From an optimization exercise on the open Yosys and OpenROAD flow, aimed at small area, a short achievable clock period and few clock cycles per item; shortcuts taken in it are not production practice.

==> inputs of try-zinc <==
==> flow/design.v <==
`default_nettype none
package trk_tmr_pkg;
    localparam int unsigned EXP_W     = 5;
    localparam int unsigned CNT_W     = 8;
    localparam int unsigned TICK_W    = 22;
    localparam int unsigned HALF_W    = TICK_W - 1;
    localparam int unsigned RAND_W    = 16;
    localparam int unsigned CFG_IDX_W = 2;
    localparam int unsigned CFG_DAT_W = 8;
    localparam int unsigned MAX_EXP_DEF          = 24;
    localparam int unsigned TICKS_PER_SECOND_DEF = 128;
    localparam int unsigned MS_PER_SEC           = 1000;
    localparam int unsigned RAND_TOP             = (1 << RAND_W) - 1;
    localparam logic [TICK_W-1:0] TICK_MAX  = {TICK_W{1'b1}};
    localparam logic [CNT_W-1:0]  COUNT_MAX = {CNT_W{1'b1}};
    localparam logic [EXP_W-1:0] MIN_EXP_RST    = 5'd12;
    localparam logic [EXP_W-1:0] DOUBLINGS_RST  = 5'd8;
    localparam logic [CNT_W-1:0] REDUNDANCY_RST = 8'd10;
    typedef enum logic [1:0] {
        OP_TICK  = 2'd0,
        OP_HEARD = 2'd1,
        OP_RESET = 2'd2,
        OP_START = 2'd3
    } t_op;
    typedef enum logic [2:0] {
        EV_NONE     = 3'd0,
        EV_TRANSMIT = 3'd1,
        EV_SUPPRESS = 3'd2,
        EV_POSTPONE = 3'd3,
        EV_NEW_INTV = 3'd4
    } t_event;
    typedef enum logic [CFG_IDX_W-1:0] {
        CFG_MIN_EXP    = 2'd0,
        CFG_DOUBLINGS  = 2'd1,
        CFG_REDUNDANCY = 2'd2
    } t_cfg_idx;
    typedef struct packed {
        t_op               op;
        logic [RAND_W-1:0] rand_word;
        logic              addr_ready;
    } t_in_item;
    typedef struct packed {
        t_event            event_res;
        logic [EXP_W-1:0]  interval_exp;
        logic [CNT_W-1:0]  consistent_count;
    } t_out_item;
    typedef logic [(1 << EXP_W)-1:0][TICK_W-1:0] t_tick_tbl;
    function automatic t_tick_tbl ticks_table(input int unsigned tps);
        logic [(1 << EXP_W)*TICK_W-1:0] tbl;
        logic [63:0] t;
        for (int e = 0; e < (1 << EXP_W); e++) begin
            t = ((64'd1 << e) * 64'(tps)) / MS_PER_SEC;
            if (t > 64'(TICK_MAX)) begin
                t = 64'(TICK_MAX);
            end
            tbl[e*TICK_W +: TICK_W] = t[TICK_W-1:0];
        end
        ticks_table = tbl;
    endfunction
endpackage
`default_nettype wire
`default_nettype none
module trickle_interval_timer_unit #(
    parameter int unsigned TICKS_PER_SECOND = trk_tmr_pkg::TICKS_PER_SECOND_DEF,
    parameter int unsigned MAX_EXP          = trk_tmr_pkg::MAX_EXP_DEF
) (
    input  wire                                  i_clk,
    input  wire                                  i_rst_n,
    input  wire                                  i_in_valid,
    output logic                                 o_in_ready,
    input  wire [18:0]                           i_in,
    output logic                                 o_out_valid,
    input  wire                                  i_out_ready,
    output logic [15:0]                          o_out,
    input  wire                                  i_cfg_valid,
    output logic                                 o_cfg_ready,
    input  wire [trk_tmr_pkg::CFG_IDX_W-1:0]     i_cfg_index,
    input  wire [trk_tmr_pkg::CFG_DAT_W-1:0]     i_cfg_data
);
    localparam int unsigned EXP_W  = trk_tmr_pkg::EXP_W;
    localparam int unsigned CNT_W  = trk_tmr_pkg::CNT_W;
    localparam int unsigned TICK_W = trk_tmr_pkg::TICK_W;
    localparam logic [(1 << EXP_W)*TICK_W-1:0] TICK_TBL =
        trk_tmr_pkg::ticks_table(TICKS_PER_SECOND);
    localparam logic [EXP_W-1:0]  MAX_EXP_V  = EXP_W'(MAX_EXP);
    localparam logic [TICK_W-1:0] POSTPONE_T = TICK_W'(TICKS_PER_SECOND);
    localparam logic [TICK_W-1:0] T_TOP      = TICK_TBL[24*TICK_W +: TICK_W];
    logic [EXP_W-1:0] r_min_exp;
    logic [EXP_W-1:0] r_doublings;
    logic [CNT_W-1:0] r_redundancy;
    logic [EXP_W-1:0] r_ceil;
    logic [EXP_W-1:0]  r_exp;
    logic [CNT_W-1:0]  r_heard;
    logic [2:0]        r_event;
    logic              r_fire_pending;
    logic              r_running;
    logic              r_addr_ok;
    logic [TICK_W-1:0] r_ticks;
    logic [15:0]       r_b;
    logic              r_busy;
    logic              r_tail_pass;
    logic [4:0]        r_step;
    logic [15:0]       r_rem;
    logic              r_in_ready;
    logic              r_out_valid;
    logic              r_m_valid;
    logic [18:0]       r_m;
    logic              r_s_valid;
    logic [18:0]       r_s;
    assign o_cfg_ready = 1'b1;
    assign o_in_ready  = r_in_ready;
    assign o_out_valid = r_out_valid;
    assign o_out       = {r_event, r_exp, r_heard};
    logic in_xfer, proc, m_load;
    assign in_xfer = i_in_valid && r_in_ready;
    assign proc    = r_m_valid && !r_busy && (!r_out_valid || i_out_ready);
    assign m_load  = proc || !r_m_valid;
    logic [1:0]  op;
    logic [15:0] rnd;
    logic        rdy;
    assign op  = r_m[18:17];
    assign rnd = r_m[16:1];
    assign rdy = r_m[0];
    logic [EXP_W-1:0] eff_min, exp_up;
    always_comb begin
        eff_min = (r_min_exp > MAX_EXP_V) ? MAX_EXP_V : r_min_exp;
        exp_up  = (r_exp < r_ceil) ? r_exp + EXP_W'(1) : r_exp;
    end
    logic exp_long;
    assign exp_long = (r_exp >= 5'd10);
    logic [EXP_W-1:0]  n_exp;
    logic [CNT_W-1:0]  n_heard;
    logic [2:0]        n_event;
    logic              n_fire_pending, n_running, n_addr_ok;
    logic              do_begin, do_fire, do_count;
    logic [EXP_W-1:0]  begin_exp;
    always_comb begin
        n_exp          = r_exp;
        n_heard        = r_heard;
        n_event        = trk_tmr_pkg::EV_NONE;
        n_fire_pending = r_fire_pending;
        n_running      = r_running;
        n_addr_ok      = r_addr_ok;
        do_begin       = 1'b0;
        do_fire        = 1'b0;
        do_count       = 1'b0;
        begin_exp      = eff_min;
        case (op)
            trk_tmr_pkg::OP_TICK: begin
                if (r_running) begin
                    if (r_ticks[TICK_W-1:1] != '0) begin
                        do_count = 1'b1;
                    end else if (!r_addr_ok && !rdy) begin
                        n_event = trk_tmr_pkg::EV_POSTPONE;
                    end else begin
                        n_addr_ok = 1'b1;
                        if (r_fire_pending) begin
                            n_event = (r_heard < r_redundancy) ?
                                      trk_tmr_pkg::EV_TRANSMIT : trk_tmr_pkg::EV_SUPPRESS;
                            n_fire_pending = 1'b0;
                            do_fire = 1'b1;
                        end else begin
                            begin_exp = exp_up;
                            do_begin  = 1'b1;
                        end
                    end
                end
            end
            trk_tmr_pkg::OP_HEARD: begin
                if (r_heard != trk_tmr_pkg::COUNT_MAX) begin
                    n_heard = r_heard + CNT_W'(1);
                end
            end
            trk_tmr_pkg::OP_RESET: begin
                if (r_exp > eff_min) begin
                    do_begin = 1'b1;
                end
            end
            default: begin
                do_begin = 1'b1;
            end
        endcase
        if (do_begin) begin
            n_exp          = begin_exp;
            n_heard        = '0;
            n_event        = trk_tmr_pkg::EV_NEW_INTV;
            n_fire_pending = 1'b1;
            n_running      = 1'b1;
        end
    end
    logic begin_long;
    assign begin_long = (begin_exp >= 5'd10);
    logic       r_all1;
    logic [6:0] fire_s, tail_s, t_small;
    assign r_all1 = &rnd;
    always_comb begin
        t_small = 7'(TICK_TBL[begin_exp*TICK_W +: TICK_W]);
        case (begin_exp)
            5'd4:    fire_s = r_all1 ? 7'd2  : 7'd1;
            5'd5:    fire_s = r_all1 ? 7'd4  : {5'd0, 1'b1, rnd[15]};
            5'd6:    fire_s = r_all1 ? 7'd8  : {4'd0, 1'b1, rnd[15:14]};
            5'd7:    fire_s = r_all1 ? 7'd16 : {3'd0, 1'b1, rnd[15:13]};
            5'd8:    fire_s = r_all1 ? 7'd32 : {2'd0, 1'b1, rnd[15:12]};
            5'd9:    fire_s = r_all1 ? 7'd64 : {1'd0, 1'b1, rnd[15:11]};
            default: fire_s = 7'd0;
        endcase
        tail_s = t_small - fire_s;
    end
    logic [4:0]  n_bits;
    logic        h_bit, t_lsb, horner, last;
    logic [15:0] opnd, rot, rem_n;
    logic [16:0] sum17;
    logic [1:0]  k;
    logic        q_inc, q_shift;
    logic [TICK_W-1:0] q_add, q_n;
    always_comb begin
        n_bits = r_exp - 5'd3;
        h_bit  = T_TOP[5'd21 - r_step];
        t_lsb  = T_TOP[5'd24 - r_exp];
        horner = (r_step < n_bits);
        last   = r_tail_pass ? (r_step == n_bits + 5'd1) : (r_step == n_bits);
        opnd  = h_bit ? (r_tail_pass ? ~r_b : r_b) : 16'd0;
        rot   = {r_rem[14:0], r_rem[15]};
        sum17 = {1'b0, rot} + {1'b0, opnd};
        rem_n = sum17[15:0] + 16'(sum17[16]);
        k     = 2'(r_rem[15]) + 2'(sum17[16]) + 2'(h_bit && !r_tail_pass);
        if (horner) begin
            q_inc   = k[1];
            q_shift = 1'b1;
        end else if (r_step == n_bits) begin
            q_inc   = r_tail_pass ? (r_rem != 16'd0) : (r_rem == 16'hFFFF);
            q_shift = 1'b0;
        end else begin
            q_inc   = t_lsb;
            q_shift = 1'b0;
        end
        q_add = r_ticks + TICK_W'(q_inc);
        q_n   = q_shift ? {q_add[TICK_W-2:0], k[0]} : q_add;
    end
    always_ff @(posedge i_clk) begin
        if (!i_rst_n) begin
            r_min_exp    <= trk_tmr_pkg::MIN_EXP_RST;
            r_doublings  <= trk_tmr_pkg::DOUBLINGS_RST;
            r_redundancy <= trk_tmr_pkg::REDUNDANCY_RST;
        end else if (i_cfg_valid) begin
            case (i_cfg_index)
                trk_tmr_pkg::CFG_MIN_EXP:    r_min_exp    <= i_cfg_data[EXP_W-1:0];
                trk_tmr_pkg::CFG_DOUBLINGS:  r_doublings  <= i_cfg_data[EXP_W-1:0];
                trk_tmr_pkg::CFG_REDUNDANCY: r_redundancy <= i_cfg_data[CNT_W-1:0];
                default: begin
                end
            endcase
        end
    end
    logic [EXP_W:0] ceil_sum;
    assign ceil_sum = {1'b0, r_min_exp} + {1'b0, r_doublings};
    always_ff @(posedge i_clk) begin
        r_ceil <= (ceil_sum > {1'b0, MAX_EXP_V}) ? MAX_EXP_V : ceil_sum[EXP_W-1:0];
    end
    always_ff @(posedge i_clk) begin
        if (!i_rst_n) begin
            r_exp          <= '0;
            r_heard        <= '0;
            r_fire_pending <= 1'b0;
            r_running      <= 1'b0;
            r_addr_ok      <= 1'b0;
            r_busy         <= 1'b0;
        end else if (r_busy) begin
            if (last) begin
                r_busy <= 1'b0;
            end
        end else if (proc) begin
            r_exp          <= n_exp;
            r_heard        <= n_heard;
            r_fire_pending <= n_fire_pending;
            r_running      <= n_running;
            r_addr_ok      <= n_addr_ok;
            r_busy         <= (do_begin && begin_long) || (do_fire && exp_long);
        end
    end
    always_ff @(posedge i_clk) begin
        if (r_busy) begin
            r_step  <= r_step + 5'd1;
            r_ticks <= q_n;
            r_rem   <= rem_n;
        end else if (proc) begin
            r_event     <= n_event;
            r_step      <= '0;
            r_rem       <= '0;
            r_tail_pass <= do_fire;
            if (do_begin) begin
                r_b <= begin_long ? rnd : {9'd0, tail_s};
            end
            if (do_count) begin
                r_ticks <= r_ticks - TICK_W'(1);
            end else if (n_event == trk_tmr_pkg::EV_POSTPONE) begin
                r_ticks <= POSTPONE_T;
            end else if (do_fire) begin
                r_ticks <= exp_long ? '0 : {6'd0, r_b};
            end else if (do_begin) begin
                r_ticks <= begin_long ? '0 : {15'd0, fire_s};
            end
        end
    end
    always_ff @(posedge i_clk) begin
        if (!i_rst_n) begin
            r_out_valid <= 1'b0;
            r_m_valid   <= 1'b0;
            r_s_valid   <= 1'b0;
            r_in_ready  <= 1'b1;
        end else begin
            if (proc) begin
                r_out_valid <= 1'b1;
            end else if (i_out_ready) begin
                r_out_valid <= 1'b0;
            end
            if (m_load) begin
                r_m_valid  <= r_s_valid || in_xfer;
                r_s_valid  <= 1'b0;
                r_in_ready <= 1'b1;
            end else if (in_xfer) begin
                r_s_valid  <= 1'b1;
                r_in_ready <= 1'b0;
            end
        end
    end
    always_ff @(posedge i_clk) begin
        if (m_load) begin
            r_m <= r_s_valid ? r_s : i_in;
        end
        if (in_xfer) begin
            r_s <= i_in;
        end
    end
endmodule
`default_nettype wire
==> flow/flow/run.sh <==
#!/bin/bash
# The standard layout (standard.sh: its synthesis, floorplan, placement,
# CTS and routing, with the design's SDC), with two knobs changed:
#  * timing repair keeps a setup margin, so the achieved period is pushed
#    below the design's clock period;
#  * the port buffers are plain buffers instead of the resizer's pick.
# All of make's output goes to make_finish.log in the work folder.
set -euo pipefail
MARGIN=$(awk -v p="$FLOW_PERIOD_NS" 'BEGIN { printf "%.2f", p - 5.3 }')
bash standard.sh "SETUP_SLACK_MARGIN=$MARGIN" \
    "BUFFER_PORTS_ARGS=-buffer_cell sky130_fd_sc_hd__buf_1" finish > make_finish.log 2>&1
==> flow/standard.sh <==
#!/bin/bash
# synth_recipe.tcl (not shown) runs the flow's synth.tcl, then flattens the netlist and writes it again
# the make line also repeats each setting of config.mk as NAME=value (left out here)
make -C /OpenROAD-flow-scripts/flow DESIGN_CONFIG=/design/flow/config.mk WORK_HOME=/design/flow/orfs CLKGATE_MAP_FILE= SYNTH_SCRIPT=/design/flow/synth_recipe.tcl "${@:-finish}"
==> flow/config.mk <==
export PLATFORM = sky130hd
export DESIGN_NAME = trickle_interval_timer_unit
export DESIGN_NICKNAME = trickle_interval_timer_unit
export VERILOG_FILES = /design/flow/design.v
export SDC_FILE = /design/flow/constraint.sdc
export NUM_CORES = 4
export LEC_CHECK = 0
export CAP_MARGIN = 20
export CORE_MARGIN = 2
export CORE_UTILIZATION = 40
export CTS_BUF_LIST = sky130_fd_sc_hd__clkbuf_8
export PLACE_DENSITY = 0.6
export SLEW_MARGIN = 20
==> flow/constraint.sdc <==
create_clock -name core_clock -period 22.0 [get_ports {i_clk}]
set_input_delay 4.4000 -clock core_clock [delete_from_list [all_inputs] [get_ports {i_clk}]]
set_output_delay 4.4000 -clock core_clock [all_outputs]
set_load 0.01 [all_outputs]
==> inputs of try-cedar, as changes to try-zinc <==
--- a/flow/design.v
+++ b/flow/design.v
@@ -59,2 +59,24 @@
     endfunction
+    function automatic t_tick_tbl half_table(input int unsigned tps);
+        logic [(1 << EXP_W)*TICK_W-1:0] src;
+        logic [(1 << EXP_W)*TICK_W-1:0] tbl;
+        logic [TICK_W-1:0] t;
+        src = ticks_table(tps);
+        for (int e = 0; e < (1 << EXP_W); e++) begin
+            t = src[e*TICK_W +: TICK_W];
+            tbl[e*TICK_W +: TICK_W] = t >> 1;
+        end
+        half_table = tbl;
+    endfunction
+    function automatic t_tick_tbl ntail_table(input int unsigned tps);
+        logic [(1 << EXP_W)*TICK_W-1:0] src;
+        logic [(1 << EXP_W)*TICK_W-1:0] tbl;
+        logic [TICK_W-1:0] t;
+        src = ticks_table(tps);
+        for (int e = 0; e < (1 << EXP_W); e++) begin
+            t = src[e*TICK_W +: TICK_W];
+            tbl[e*TICK_W +: TICK_W] = ~(t - (t >> 1));
+        end
+        ntail_table = tbl;
+    endfunction
 endpackage
@@ -84,5 +106,8 @@
         trk_tmr_pkg::ticks_table(TICKS_PER_SECOND);
+    localparam logic [(1 << EXP_W)*TICK_W-1:0] HALF_TBL =
+        trk_tmr_pkg::half_table(TICKS_PER_SECOND);
+    localparam logic [(1 << EXP_W)*TICK_W-1:0] NTAIL_TBL =
+        trk_tmr_pkg::ntail_table(TICKS_PER_SECOND);
     localparam logic [EXP_W-1:0]  MAX_EXP_V  = EXP_W'(MAX_EXP);
     localparam logic [TICK_W-1:0] POSTPONE_T = TICK_W'(TICKS_PER_SECOND);
-    localparam logic [TICK_W-1:0] T_TOP      = TICK_TBL[24*TICK_W +: TICK_W];
     logic [EXP_W-1:0] r_min_exp;
@@ -98,7 +123,5 @@
     logic [TICK_W-1:0] r_ticks;
-    logic [15:0]       r_b;
+    logic [TICK_W-1:0] r_b;
     logic              r_busy;
-    logic              r_tail_pass;
     logic [4:0]        r_step;
-    logic [15:0]       r_rem;
     logic              r_in_ready;
@@ -128,4 +151,28 @@
     end
-    logic exp_long;
-    assign exp_long = (r_exp >= 5'd10);
+    logic [TICK_W-1:0] h_big, ntc_big;
+    assign h_big   = HALF_TBL[r_exp*TICK_W +: TICK_W];
+    assign ntc_big = NTAIL_TBL[r_exp*TICK_W +: TICK_W];
+    logic fold_c;
+    assign fold_c = (&r_b[15:6]) && (~r_b[5:0] <= r_b[21:16]);
+    logic [TICK_W-1:0] add_y, add_s;
+    logic              add_ci;
+    always_comb begin
+        add_y  = {TICK_W{1'b1}};
+        add_ci = 1'b0;
+        if (r_busy) begin
+            if (r_step < 5'd16) begin
+                add_y = r_b[0] ? h_big : '0;
+            end else if (r_step == 5'd16) begin
+                add_y = {6'd0, r_b[15:0]};
+            end else if (r_step == 5'd17) begin
+                add_y  = {16'd0, r_b[21:16]};
+                add_ci = fold_c;
+            end else if (r_step == 5'd18) begin
+                add_y = ntc_big;
+            end else begin
+                add_y = h_big;
+            end
+        end
+        add_s = r_ticks + add_y + TICK_W'(add_ci);
+    end
     logic [EXP_W-1:0]  n_exp;
@@ -134,3 +181,4 @@
     logic              n_fire_pending, n_running, n_addr_ok;
-    logic              do_begin, do_fire, do_count;
+    logic [TICK_W-1:0] n_ticks;
+    logic              do_begin;
     logic [EXP_W-1:0]  begin_exp;
@@ -143,5 +191,4 @@
         n_addr_ok      = r_addr_ok;
+        n_ticks        = r_ticks;
         do_begin       = 1'b0;
-        do_fire        = 1'b0;
-        do_count       = 1'b0;
         begin_exp      = eff_min;
@@ -151,4 +198,5 @@
                     if (r_ticks[TICK_W-1:1] != '0) begin
-                        do_count = 1'b1;
+                        n_ticks = add_s;
                     end else if (!r_addr_ok && !rdy) begin
+                        n_ticks = POSTPONE_T;
                         n_event = trk_tmr_pkg::EV_POSTPONE;
@@ -160,3 +208,3 @@
                             n_fire_pending = 1'b0;
-                            do_fire = 1'b1;
+                            n_ticks = r_b;
                         end else begin
@@ -190,4 +238,2 @@
     end
-    logic begin_long;
-    assign begin_long = (begin_exp >= 5'd10);
     logic       r_all1;
@@ -208,33 +254,4 @@
     end
-    logic [4:0]  n_bits;
-    logic        h_bit, t_lsb, horner, last;
-    logic [15:0] opnd, rot, rem_n;
-    logic [16:0] sum17;
-    logic [1:0]  k;
-    logic        q_inc, q_shift;
-    logic [TICK_W-1:0] q_add, q_n;
-    always_comb begin
-        n_bits = r_exp - 5'd3;
-        h_bit  = T_TOP[5'd21 - r_step];
-        t_lsb  = T_TOP[5'd24 - r_exp];
-        horner = (r_step < n_bits);
-        last   = r_tail_pass ? (r_step == n_bits + 5'd1) : (r_step == n_bits);
-        opnd  = h_bit ? (r_tail_pass ? ~r_b : r_b) : 16'd0;
-        rot   = {r_rem[14:0], r_rem[15]};
-        sum17 = {1'b0, rot} + {1'b0, opnd};
-        rem_n = sum17[15:0] + 16'(sum17[16]);
-        k     = 2'(r_rem[15]) + 2'(sum17[16]) + 2'(h_bit && !r_tail_pass);
-        if (horner) begin
-            q_inc   = k[1];
-            q_shift = 1'b1;
-        end else if (r_step == n_bits) begin
-            q_inc   = r_tail_pass ? (r_rem != 16'd0) : (r_rem == 16'hFFFF);
-            q_shift = 1'b0;
-        end else begin
-            q_inc   = t_lsb;
-            q_shift = 1'b0;
-        end
-        q_add = r_ticks + TICK_W'(q_inc);
-        q_n   = q_shift ? {q_add[TICK_W-2:0], k[0]} : q_add;
-    end
+    logic begin_slow;
+    assign begin_slow = (begin_exp >= 5'd10);
     always_ff @(posedge i_clk) begin
@@ -268,3 +285,3 @@
         end else if (r_busy) begin
-            if (last) begin
+            if (r_step == 5'd19) begin
                 r_busy <= 1'b0;
@@ -277,3 +294,3 @@
             r_addr_ok      <= n_addr_ok;
-            r_busy         <= (do_begin && begin_long) || (do_fire && exp_long);
+            r_busy         <= do_begin && begin_slow;
         end
@@ -282,21 +299,26 @@
         if (r_busy) begin
-            r_step  <= r_step + 5'd1;
-            r_ticks <= q_n;
-            r_rem   <= rem_n;
+            r_step <= r_step + 5'd1;
+            if (r_step < 5'd16) begin
+                r_ticks <= {1'b0, add_s[TICK_W-1:1]};
+                r_b     <= {6'd0, add_s[0], r_b[15:1]};
+            end else if (r_step == 5'd16) begin
+                r_b     <= add_s;
+            end else if (r_step == 5'd18) begin
+                r_b     <= ~add_s;
+            end else begin
+                r_ticks <= add_s;
+            end
         end else if (proc) begin
-            r_event     <= n_event;
-            r_step      <= '0;
-            r_rem       <= '0;
-            r_tail_pass <= do_fire;
+            r_event <= n_event;
+            r_step  <= '0;
             if (do_begin) begin
-                r_b <= begin_long ? rnd : {9'd0, tail_s};
-            end
-            if (do_count) begin
-                r_ticks <= r_ticks - TICK_W'(1);
-            end else if (n_event == trk_tmr_pkg::EV_POSTPONE) begin
-                r_ticks <= POSTPONE_T;
-            end else if (do_fire) begin
-                r_ticks <= exp_long ? '0 : {6'd0, r_b};
-            end else if (do_begin) begin
-                r_ticks <= begin_long ? '0 : {15'd0, fire_s};
+                if (begin_slow) begin
+                    r_ticks <= '0;
+                    r_b     <= {6'd0, rnd};
+                end else begin
+                    r_ticks <= {15'd0, fire_s};
+                    r_b     <= {15'd0, tail_s};
+                end
+            end else begin
+                r_ticks <= n_ticks;
             end
==> flow/run.sh (new file) <==
#!/bin/bash
# synth_recipe.tcl (not shown) runs the flow's synth.tcl, then flattens the netlist and writes it again
# the make line also repeats each setting of config.mk as NAME=value (left out here)
make -C /OpenROAD-flow-scripts/flow DESIGN_CONFIG=/design/flow/config.mk WORK_HOME=/design/flow/orfs CLKGATE_MAP_FILE= SYNTH_SCRIPT=/design/flow/synth_recipe.tcl finish
ABC_AREA = 1   (was not set)
CTS_BUF_LIST = not set   (was sky130_fd_sc_hd__clkbuf_8)
removed: flow/flow/run.sh
removed: flow/standard.sh
==> results.sh <==
export IMPL_fillers=2689
export IMPL_final_nonclk_buf_share_pct=4.83
export IMPL_ys_types=61
export IMPL_cp_arrival_ns=1.83
export IMPL_place_gp_congestion=0.948
export IMPL_min_period_ns=6.23
export IMPL_use_met2_pct=37.8
export IMPL_slowest_delay_ns=0.75
export IMPL_status="timing/DRC/antenna clean"
export IMPL_met3_length_um=2050
export IMPL_layout_common_cells="343 x nand2_1, 171 x inv_1, 154 x nor2_1"
export IMPL_worst_path_buf_inv=1
export IMPL_comb_power_share_pct=29.0
-- figures above: try-cedar

==> results.sh <==
export IMPL_status="timing/DRC/antenna clean"
export IMPL_final_nonclk_buf_share_pct=10.3
export IMPL_comb_power_share_pct=31.4
export IMPL_ys_types=78
export IMPL_use_met2_pct=34.0
export IMPL_slowest_delay_ns=0.55
export IMPL_met3_length_um=1330
export IMPL_min_period_ns=5.42
export IMPL_fillers=2367
-- figures above: try-zinc

No run of this note included a check of the RTL's function; only the layout flow was run.

## static timing again, ports no longer ideal
How much do the figures lean on ideal ports? The routed layouts below were timed once more, with nothing changed but the port constraints.
Step 1 assumes that a clkbuf_16 drives the clock port and a buf_2 every other input.
Step 2, shift: input delay + t, output delay - t, t = (earliest + latest rising clock arrival at the registers) / 2. This alone moves slack from input paths to output paths.
a / b / c = ideal ports / drivers / drivers and shift; a / b = the first two.
| run | shift t [ns] | setup slack, ns | clock arrival spread, ns |
|---|---|---|---|
| try-zinc | 0.508 | 16.577 / 16.556 / 16.128 | 0.034 / 0.033 |
| try-cedar | 0.464 | 15.771 / 15.727 / 15.452 | 0.013 / 0.013 |
After both steps setup and hold are still met in every run listed. For try-zinc, which loses most, drivers alone change the setup slack by -0.021 ns; drivers and shift together by -0.449 ns.
